This is an optimization exercise on Yosys and OpenROAD, whose aim is small area, not a production implementation.
In this exercise RTL edits were held to simulation tests only and were not proved equivalent to the original.
Power is estimated from default activity; no workload was simulated.

[design/flow/design.v]
`default_nettype none
package mips_id_pkg;
   localparam int NB_WORD   = 32;
   localparam int NB_REG    = 5;
   localparam int NB_FIELD  = 6;    
   localparam int NB_IMM    = 16;
   localparam int NB_INDEX  = 26;
   localparam int NB_SHAMT  = 5;
   localparam int SHAMT_LSB = 6;
   localparam int N_REGS    = 32;
   typedef logic [NB_WORD-1:0]  word_t;
   typedef logic [NB_REG-1:0]   reg_num_t;
   typedef logic [NB_FIELD-1:0] opcode_t;
   typedef logic [NB_FIELD-1:0] funct_t;
   localparam opcode_t OP_SPECIAL = 6'd0;
   localparam opcode_t OP_J       = 6'd2;
   localparam opcode_t OP_JAL     = 6'd3;
   localparam opcode_t OP_BEQ     = 6'd4;
   localparam opcode_t OP_BNE     = 6'd5;
   localparam opcode_t OP_ADDI    = 6'd8;
   localparam opcode_t OP_SLTI    = 6'd10;
   localparam opcode_t OP_ANDI    = 6'd12;
   localparam opcode_t OP_ORI     = 6'd13;
   localparam opcode_t OP_XORI    = 6'd14;
   localparam opcode_t OP_LUI     = 6'd15;
   localparam opcode_t OP_LW      = 6'd35;
   localparam opcode_t OP_SW      = 6'd43;
   localparam funct_t FN_SLL  = 6'd0;
   localparam funct_t FN_SRL  = 6'd2;
   localparam funct_t FN_SRA  = 6'd3;
   localparam funct_t FN_JR   = 6'd8;
   localparam funct_t FN_JALR = 6'd9;
   typedef enum logic [3:0] {
      ALU_NONE = 4'd0,
      ALU_ADD  = 4'd1,
      ALU_SLT  = 4'd2,
      ALU_AND  = 4'd3,
      ALU_OR   = 4'd4,
      ALU_XOR  = 4'd5,
      ALU_LUI  = 4'd6,
      ALU_FUNC = 4'd7,    
      ALU_LINK = 4'd8     
   } alu_op_e;
   typedef enum logic [1:0] {A_PC, A_RS, A_SHAMT, A_NONE} src_a_e;
   typedef enum logic {B_RT, B_IMM} src_b_e;
   typedef enum logic [1:0] {DEST_RD, DEST_RT, DEST_R31} dest_sel_e;
   typedef enum logic [1:0] {EXT_INDEX, EXT_SIGN, EXT_ZERO, EXT_SHAMT} ext_kind_e;
   typedef struct packed {
      alu_op_e   alu_op;
      src_a_e    src_a;
      src_b_e    src_b;
      dest_sel_e dest_sel;
      logic      mem_read;
      logic      mem_write;
   } idex_ctrl_t;
   typedef struct packed {
      word_t    pc;
      word_t    rs_val;
      word_t    rt_val;
      word_t    imm;
      funct_t   funct;
      reg_num_t rt_num;
      reg_num_t rd_num;
   } idex_data_t;
   typedef struct packed {
      logic  jump;
      logic  branch_taken;
      word_t jump_addr;
      word_t branch_addr;
   } redirect_t;
endpackage
`default_nettype wire
`timescale 1ns/1ns
`default_nettype none
import mips_id_pkg::*;
module id_control (
   input  mips_id_pkg::opcode_t    i_opcode,
   input  mips_id_pkg::funct_t     i_funct,
   input  wire             i_instr_valid,
   input  wire             i_idex_ready,
   input  wire             i_idex_valid,
   output logic            o_instr_ready,
   output logic            o_accept,
   output mips_id_pkg::ext_kind_e       o_ext_kind,
   output mips_id_pkg::idex_ctrl_t      o_ctrl,
   output logic            o_is_branch,
   output logic            o_is_bne,
   output logic            o_is_jump_reg,
   output logic            o_jump
);
   logic dec_branch;    
   logic dec_bne;
   logic dec_jump;      
   assign o_instr_ready = !i_idex_valid || i_idex_ready;
   assign o_accept      = i_instr_valid && o_instr_ready;
   always_comb begin
      o_ext_kind       = EXT_SIGN;
      o_ctrl.alu_op    = ALU_NONE;
      o_ctrl.src_a     = A_NONE;
      o_ctrl.src_b     = B_IMM;
      o_ctrl.dest_sel  = DEST_RD;
      o_ctrl.mem_read  = 1'b0;
      o_ctrl.mem_write = 1'b0;
      dec_branch       = 1'b0;
      dec_bne          = 1'b0;
      dec_jump         = 1'b0;
      o_is_jump_reg    = 1'b0;
      case (i_opcode)
         OP_J: begin
            o_ext_kind = EXT_INDEX;
            dec_jump   = 1'b1;
         end
         OP_JAL: begin
            o_ext_kind      = EXT_INDEX;
            o_ctrl.alu_op   = ALU_LINK;
            o_ctrl.src_a    = A_PC;
            o_ctrl.dest_sel = DEST_R31;    
            dec_jump        = 1'b1;
         end
         OP_BEQ: dec_branch = 1'b1;
         OP_BNE: begin
            dec_branch = 1'b1;
            dec_bne    = 1'b1;
         end
         OP_ADDI, OP_SLTI, OP_LW, OP_SW: begin
            o_ctrl.alu_op    = (i_opcode == OP_SLTI) ? ALU_SLT : ALU_ADD;
            o_ctrl.src_a     = A_RS;
            o_ctrl.dest_sel  = DEST_RT;
            o_ctrl.mem_read  = (i_opcode == OP_LW);
            o_ctrl.mem_write = (i_opcode == OP_SW);    
         end
         OP_ANDI, OP_ORI, OP_XORI: begin
            o_ext_kind      = EXT_ZERO;
            o_ctrl.src_a    = A_RS;
            o_ctrl.dest_sel = DEST_RT;
            case (i_opcode)
               OP_ANDI: o_ctrl.alu_op = ALU_AND;
               OP_ORI:  o_ctrl.alu_op = ALU_OR;
               default: o_ctrl.alu_op = ALU_XOR;
            endcase
         end
         OP_LUI: begin
            o_ext_kind      = EXT_ZERO;
            o_ctrl.alu_op   = ALU_LUI;
            o_ctrl.dest_sel = DEST_RT;
         end
         OP_SPECIAL: begin
            o_ext_kind    = EXT_SHAMT;
            o_ctrl.alu_op = ALU_FUNC;
            o_ctrl.src_b  = B_RT;
            case (i_funct)
               FN_JALR:                o_ctrl.src_a = A_PC;
               FN_SLL, FN_SRL, FN_SRA: o_ctrl.src_a = A_SHAMT;
               default:                o_ctrl.src_a = A_RS;
            endcase
            o_is_jump_reg = (i_funct == FN_JR) || (i_funct == FN_JALR);
            dec_jump      = o_is_jump_reg;
         end
         default: ;
      endcase
   end
   assign o_jump      = o_accept && dec_jump;
   assign o_is_branch = o_accept && dec_branch;
   assign o_is_bne    = o_accept && dec_bne;
endmodule
`default_nettype wire
`timescale 1ns/1ns
`default_nettype none
import mips_id_pkg::*;
module id_regfile (
   input  wire        i_clk,
   input  wire        i_rst,
   input  mips_id_pkg::reg_num_t i_rs_num,
   input  mips_id_pkg::reg_num_t i_rt_num,
   input  wire        i_wr_en,
   input  mips_id_pkg::reg_num_t i_wr_num,
   input  mips_id_pkg::word_t i_wr_data,
   output mips_id_pkg::word_t      o_rs_val,
   output mips_id_pkg::word_t      o_rt_val,
   output logic       o_equal
);
   mips_id_pkg::word_t regs [0:N_REGS-1];
   always_ff @(posedge i_clk) begin
      if (i_rst) begin
         for (int i = 0; i < N_REGS; i++) begin
            regs[i] <= '0;
         end
      end else if (i_wr_en && (i_wr_num != '0)) begin    
         regs[i_wr_num] <= i_wr_data;
      end
   end
   assign o_rs_val = (i_rs_num == '0) ? '0 : regs[i_rs_num];
   assign o_rt_val = (i_rt_num == '0) ? '0 : regs[i_rt_num];
   assign o_equal = (o_rs_val == o_rt_val);    
endmodule
`default_nettype wire
`timescale 1ns/1ns
`default_nettype none
import mips_id_pkg::*;
module id_imm_extend (
   input  mips_id_pkg::word_t     i_instr,
   input  mips_id_pkg::ext_kind_e i_kind,
   output mips_id_pkg::word_t          o_imm
);
   logic [NB_IMM-1:0]   imm16;
   logic [NB_INDEX-1:0] index;
   logic [NB_SHAMT-1:0] shamt;
   assign imm16 = i_instr[NB_IMM-1:0];
   assign index = i_instr[NB_INDEX-1:0];
   assign shamt = i_instr[SHAMT_LSB+NB_SHAMT-1:SHAMT_LSB];    
   always_comb begin
      case (i_kind)
         EXT_INDEX: o_imm = {{(NB_WORD-NB_INDEX){1'b0}}, index};
         EXT_SIGN:  o_imm = {{(NB_WORD-NB_IMM){imm16[NB_IMM-1]}}, imm16};
         EXT_ZERO:  o_imm = {{(NB_WORD-NB_IMM){1'b0}}, imm16};
         default:   o_imm = {{(NB_WORD-NB_SHAMT){1'b0}}, shamt};
      endcase
   end
endmodule
`default_nettype wire
`timescale 1ns/1ns
`default_nettype none
import mips_id_pkg::*;
module id_branch_unit (
   input  mips_id_pkg::word_t i_pc,
   input  mips_id_pkg::word_t i_imm,
   input  mips_id_pkg::word_t i_rs_val,
   input  wire        i_equal,
   input  wire        i_is_branch,
   input  wire        i_is_bne,
   input  wire        i_is_jump_reg,
   input  wire        i_jump,
   output mips_id_pkg::redirect_t  o_redirect
);
   mips_id_pkg::word_t branch_target;
   mips_id_pkg::word_t jump_target;
   assign branch_target = i_pc + (i_imm << 2);
   assign jump_target = i_is_jump_reg ? i_rs_val
                      : {i_pc[NB_WORD-1:NB_INDEX+2], i_imm[NB_INDEX-1:0], 2'b00};
   always_comb begin
      o_redirect.jump         = i_jump;
      o_redirect.branch_taken = i_is_branch && (i_equal != i_is_bne);
      o_redirect.jump_addr    = i_jump ? jump_target : '0;
      o_redirect.branch_addr  = i_is_branch ? branch_target : '0;
   end
endmodule
`default_nettype wire
`timescale 1ns/1ns
`default_nettype none
import mips_id_pkg::*;
module id_ex_register (
   input  wire             i_clk,
   input  wire             i_rst,
   input  wire             i_load,
   input  wire             i_idex_ready,
   input  mips_id_pkg::idex_data_t i_data,
   input  mips_id_pkg::idex_ctrl_t i_ctrl,
   output logic            o_valid,
   output mips_id_pkg::idex_data_t      o_data,
   output mips_id_pkg::idex_ctrl_t      o_ctrl
);
   always_ff @(posedge i_clk) begin
      if (i_rst) begin
         o_valid <= 1'b0;
      end else if (i_load) begin
         o_valid <= 1'b1;
      end else if (o_valid && i_idex_ready) begin    
         o_valid <= 1'b0;
      end
   end
   always_ff @(posedge i_clk) begin
      if (i_rst) begin
         o_data <= '0;
         o_ctrl <= '0;
      end else if (i_load) begin
         o_data <= i_data;
         o_ctrl <= i_ctrl;
      end
   end
endmodule
`default_nettype wire
`timescale 1ns/1ns
`default_nettype none
import mips_id_pkg::*;
module id_stage (
   input  wire             i_clk,
   input  wire             i_rst,
   input  wire             i_instr_valid,
   output logic            o_instr_ready,
   input  mips_id_pkg::word_t      i_pc,
   input  mips_id_pkg::word_t      i_instr,
   input  wire             i_wb_we,
   input  mips_id_pkg::reg_num_t   i_wb_addr,
   input  mips_id_pkg::word_t      i_wb_data,
   output logic            o_idex_valid,
   input  wire             i_idex_ready,
   output mips_id_pkg::idex_data_t      o_idex_data,
   output mips_id_pkg::idex_ctrl_t      o_idex_ctrl,
   output mips_id_pkg::redirect_t       o_redirect
);
   mips_id_pkg::opcode_t  opcode;
   mips_id_pkg::funct_t   funct;
   mips_id_pkg::reg_num_t rs_num;
   mips_id_pkg::reg_num_t rt_num;
   mips_id_pkg::reg_num_t rd_num;
   assign opcode = i_instr[31:26];
   assign rs_num = i_instr[25:21];
   assign rt_num = i_instr[20:16];
   assign rd_num = i_instr[15:11];
   assign funct  = i_instr[5:0];
   logic       accept;
   mips_id_pkg::ext_kind_e  ext_kind;
   mips_id_pkg::idex_ctrl_t ctrl;
   logic       is_branch;
   logic       is_bne;
   logic       is_jump_reg;
   logic       jump;
   mips_id_pkg::word_t      rs_val;
   mips_id_pkg::word_t      rt_val;
   logic       equal;
   mips_id_pkg::word_t      imm;
   mips_id_pkg::idex_data_t idex_next;
   id_control u_control (
      .i_opcode      (opcode),
      .i_funct       (funct),
      .i_instr_valid (i_instr_valid),
      .i_idex_ready  (i_idex_ready),
      .i_idex_valid  (o_idex_valid),
      .o_instr_ready (o_instr_ready),
      .o_accept      (accept),
      .o_ext_kind    (ext_kind),
      .o_ctrl        (ctrl),
      .o_is_branch   (is_branch),
      .o_is_bne      (is_bne),
      .o_is_jump_reg (is_jump_reg),
      .o_jump        (jump)
   );
   id_regfile u_regfile (
      .i_clk     (i_clk),
      .i_rst     (i_rst),
      .i_rs_num  (rs_num),
      .i_rt_num  (rt_num),
      .i_wr_en   (i_wb_we),
      .i_wr_num  (i_wb_addr),
      .i_wr_data (i_wb_data),
      .o_rs_val  (rs_val),
      .o_rt_val  (rt_val),
      .o_equal   (equal)
   );
   id_imm_extend u_imm_extend (
      .i_instr (i_instr),
      .i_kind  (ext_kind),
      .o_imm   (imm)
   );
   id_branch_unit u_branch_unit (
      .i_pc          (i_pc),
      .i_imm         (imm),
      .i_rs_val      (rs_val),
      .i_equal       (equal),
      .i_is_branch   (is_branch),
      .i_is_bne      (is_bne),
      .i_is_jump_reg (is_jump_reg),
      .i_jump        (jump),
      .o_redirect    (o_redirect)
   );
   assign idex_next = {i_pc, rs_val, rt_val, imm, funct, rt_num, rd_num};
   id_ex_register u_id_ex_register (
      .i_clk        (i_clk),
      .i_rst        (i_rst),
      .i_load       (accept),
      .i_idex_ready (i_idex_ready),
      .i_data       (idex_next),
      .i_ctrl       (ctrl),
      .o_valid      (o_idex_valid),
      .o_data       (o_idex_data),
      .o_ctrl       (o_idex_ctrl)
   );
endmodule
`default_nettype wire
[design/flow/run.sh]
#!/bin/bash
# synth_recipe.tcl (not shown) runs the flow's synth.tcl, then flattens the netlist and writes it again
# the make line also repeats each setting of config.mk as NAME=value (left out here)
make -C /OpenROAD-flow-scripts/flow DESIGN_CONFIG=/design/flow/config.mk WORK_HOME=/design/flow/orfs CLKGATE_MAP_FILE= SYNTH_SCRIPT=/design/flow/synth_recipe.tcl finish
[design/flow/config.mk]
export PLATFORM = sky130hd
export DESIGN_NAME = id_stage
export DESIGN_NICKNAME = id_stage
export VERILOG_FILES = /design/flow/design.v
export SDC_FILE = /design/flow/constraint.sdc
export NUM_CORES = 4
export LEC_CHECK = 0
export CAP_MARGIN = 20
export CORE_MARGIN = 2
export CORE_UTILIZATION = 45
export SLEW_MARGIN = 20
[design/flow/constraint.sdc]
create_clock -name core_clock -period 9.0 [get_ports {i_clk}]
set_input_delay 1.8000 -clock core_clock [delete_from_list [all_inputs] [get_ports {i_clk}]]
set_output_delay 1.8000 -clock core_clock [all_outputs]
set_load 0.01 [all_outputs]
==> flow_summary.ini <==
[place]
io_buffers = 328
place.gp.congestion = 0.9292
place_area_mm2 = 0.06770
dp_hpwl_um = 146900
dp.cells = 6520

[yosys]
syn_area_mm2 = 0.06251
synth-seq-cells = 1175
ys_warn_count = 5
synth_area_leaders = edfxtp_1 (49%), mux4_2 (15%), and2_1 (10%), dfxtp_1 (4.8%), clkbuf_1 (1.9%)
yosysTopAreaCell = edfxtp_1
synth_edf_count = 1024
async_reset_ff_share_pct = 0
syn_inst = 4635
synth_flop_cell = edfxtp_1
syn_avg_cell_area_um2 = 13.49
synth_cell_types = 75
yosysTopAreaCellShare_pct = 49.19
ys_seq_area_share_pct = 54.03

[clock_tree]
h-tree-depth = 4
tritoncts = built
clkLatencyLatePin_ns = 0.79
cts.sinks = 1175
cts_buffer_depth = 3
cts_inserted_buffers = 134
root_buffer = clkbuf_16
holdBufCountCts = 0
cts-resized-gates = 0
clk_pin_slew_ns = 0.06
cts_setup_buffers = 0

[worst_setup_path]
r2r_slack_ns = 6.39
crit_type = input port to primary output
critPathCaptureType = primary output
startpoint_type = input port
critPathArrivalTime_ns = 6.77
crit_fanout = 10
cpMostUsedCell = clkdlybuf4s50_1
slowest_delay_ns = 0.67
cp.required_ns = 7.20
cp_slowest_cell = or4_1
cp_cell_sequence = clkdlybuf4s50_1 -> or4_1 -> nor2_4 -> mux2i_2 -> inv_1 -> ha_1 -> a21o_1 -> a211oi_1 -> o21a_1 -> o22ai_1 -> a221oi_2 -> o31ai_2 -> a21oi_1 -> a311oi_1 -> xnor2_1 -> nor2_1 -> clkdlybuf4s50_1

[grt]
grt-ovfl-total = 0
grt_pass1_vias = 41360
grt_first_pass_wirelength_um = 314800
grt_max_degree = 91
grt_use_total_pct = 31.37
antenna_found_initial = 35

[timing]
rsz0062_at_grt = false
finalHoldViolations = 0
slew_viol_final = 0
period_minus_slack_ns = 8.574
max-slew-margin-rel_pct = 22.18
tns_ns = 0
clock_skew_ns = 0.02186
setup_viol = 0
worstMarginPinSlew_ns = 1.167
max_freq_mhz = 116.6
period_share_pct = 95.26

[die]
rows = 136
coreArea_mm2 = 0.1377
initial_core_util_pct = 45.41
ioPinCount = 329
dieArea_mm2 = 0.1419
die_height_um = 376.7
die_w_um = 376.7

[layout]
syn2layout_area_growth_pct = 15.01
post-route-cell-area_mm2 = 0.07190
nets = 4998
fin_util_pct = 52.23
fin_cells = 6776
layout-drive-gt1-share_pct = 20.02

[outcome]
status = finished clean

[routing]
vias = 42780
drt_iter0_drc = 5315
drt_wl_total_um = 224100
ant_nets = 0
drtPass1Iterations = 6
wire_per_inst_um = 33.08
drc = 0
avgViaCountPerCell = 6.313

[flow_run]
maxCapViolCount = 0

[power]
leakage_nw = 25.41
power_density_mw_per_mm2 = 190.6
p_total_mw = 13.71
ir_drop_mv = 0.1994

[min_path]
hold_class = flop to flop
## metal layers
metal  part of all wire [%]  wire [µm]  GRT usage (%)
met3                     11      25770          8.292
met5                  0.044         99              0
met1                     39      87840          42.99
met4                    3.9       8646          12.09
met2                     45     101800          47.82
## cell usage after synthesis (45+ instances only)
cell type	number
mux4_2	412
a21oi_1	198
a211oi_1	45
and2_1	1006
edfxtp_1	1024
nor2_1	184
buf_2	53
nand3_1	55
clkbuf_1	317
nand2_1	301
a22oi_1	68
mux2i_1	117
dfxtp_1	151
mux2_2	75
## power by group
| group | switching [mW] | leakage [nW] | internal, mW |
|---|---|---|---|
| Clock | 2.29 | 2.07 | 3.10 |
| Sequential | 0.153 | 11.0 | 6.23 |
| Combinational | 1.16 | 12.4 | 0.779 |
## worst max-delay path, delay by kind of cell
| family | cells | cell delay, ns |
|---|---|---|
| AOI/OAI and AO/OA | 8 | 1.86 |
| xor gates and xnor gates | 1 | 0.15 |
| adders and majority gates | 1 | 0.29 |
| buffers and inverters | 3 | 1.19 |
| muxes | 1 | 0.40 |
| and+or+nand+nor | 3 | 1.06 |
## cells in the final DEF (no fill, tap or decap), types with 20 or more instances in the layout
cell,count
edfxtp_1,1024
and2_1,1004
mux4_2,412
nand2_1,300
clkdlybuf4s50_1,295
a21oi_1,198
buf_4,171
nor2_1,152
dfxtp_1,151
clkbuf_16,140
mux2i_1,116
mux2_2,75
a22oi_1,68
nand3_1,55
a211oi_1,45
mux4_1,37
clkbuf_1,34
or2_2,32
o221ai_1,32
nor2_2,32
a22o_1,32
conb_1,32
nand2b_1,31
xor2_1,29
ha_1,29
inv_1,27
xnor2_1,27
and3_1,26
buf_2,26
a211o_1,25
a221oi_1,25
buf_12,24
o211ai_1,23
clkinv_1,20
## cell families after synthesis
| kind of cell | after synthesis | share of synthesized area [%] |
|---|---|---|
| xor gates and xnor gates | 56 | 0.7846 |
| DFF | 1175 | 54.03 |
| muxes | 641 | 19.62 |
| buffers and inverters | 489 | 3.903 |
| other | 1 | 0.005999 |
| AOI/OAI and AO/OA | 534 | 5.919 |
| adders and majority gates | 30 | 0.6125 |
| and+or+nand+nor | 1709 | 15.13 |
## cell type report
| cell class | count | area (µm²) |
|---|---|---|
| tap | 1794 | 2245 |
| sequential | 1175 | 33770 |
| multi-input combinational | 3002 | 26570 |
| timing repair buffer | 522 | 4932 |
| clock inverter | 58 | 521.8 |
| clock buffer | 180 | 3714 |
| fill | 11660 | 65770 |
| inverter | 27 | 101.3 |
| antenna | 18 | 45.04 |
## flip-flops by register name (all words and copies together), names as in the netlist
| register | cells |
|---|---|
| u_id_ex_register.o_ctrl | 11 |
| u_id_ex_register.o_data | 139 |
| u_id_ex_register.o_valid | 1 |
| u_regfile.regs | 1024 |
## through the flow
stage	hold slack (ns)	setup slack [ns]
after floorplan	0.4762	1.747
after global placement	0.4409	0.1732
after global routing	0.4649	0.07395
after CTS	0.4541	0.1551
after detailed placement	0.4461	0.1576
final	0.4524	0.4265
## worst paths after layout
kind,cells past startpoint,from,end
max reg2reg,7,u_regfile.regs[11][23]$_SDFFCE_PN0P_,u_id_ex_register.o_data[71]$_SDFFE_PP0P_
max,17,i_instr[27],o_redirect[31]
min reg2reg,2,u_id_ex_register.o_data[92]$_SDFFE_PP0P_,u_id_ex_register.o_data[92]$_SDFFE_PP0P_
min,2,u_id_ex_register.o_data[92]$_SDFFE_PP0P_,u_id_ex_register.o_data[92]$_SDFFE_PP0P_

-- separate check: timing with driven ports --
The flow's constraints put no driver on any port. The routed layout listed below was extracted and timed again, unchanged, in two steps. Step 1 sets driving cells, clkbuf_16 on the clock port and buf_2 on the other inputs (assumed; they add their load-dependent delay and slew). Step 2 also shifts input and output timing later by t, the mid clock arrival at the registers, as if the neighbouring blocks saw the same clock. Slacks: no drivers / after step 1 / after step 2; pairs: no drivers / after step 1.
shift t [ns]: 0.853
slack for setup (ns): 0.426 / 0.395 / 0.395
worst setup path after step 2: input to output
After both steps setup and hold are still met in this run. For this run, drivers alone change the setup slack by -0.031 ns; drivers and shift together by -0.031 ns.
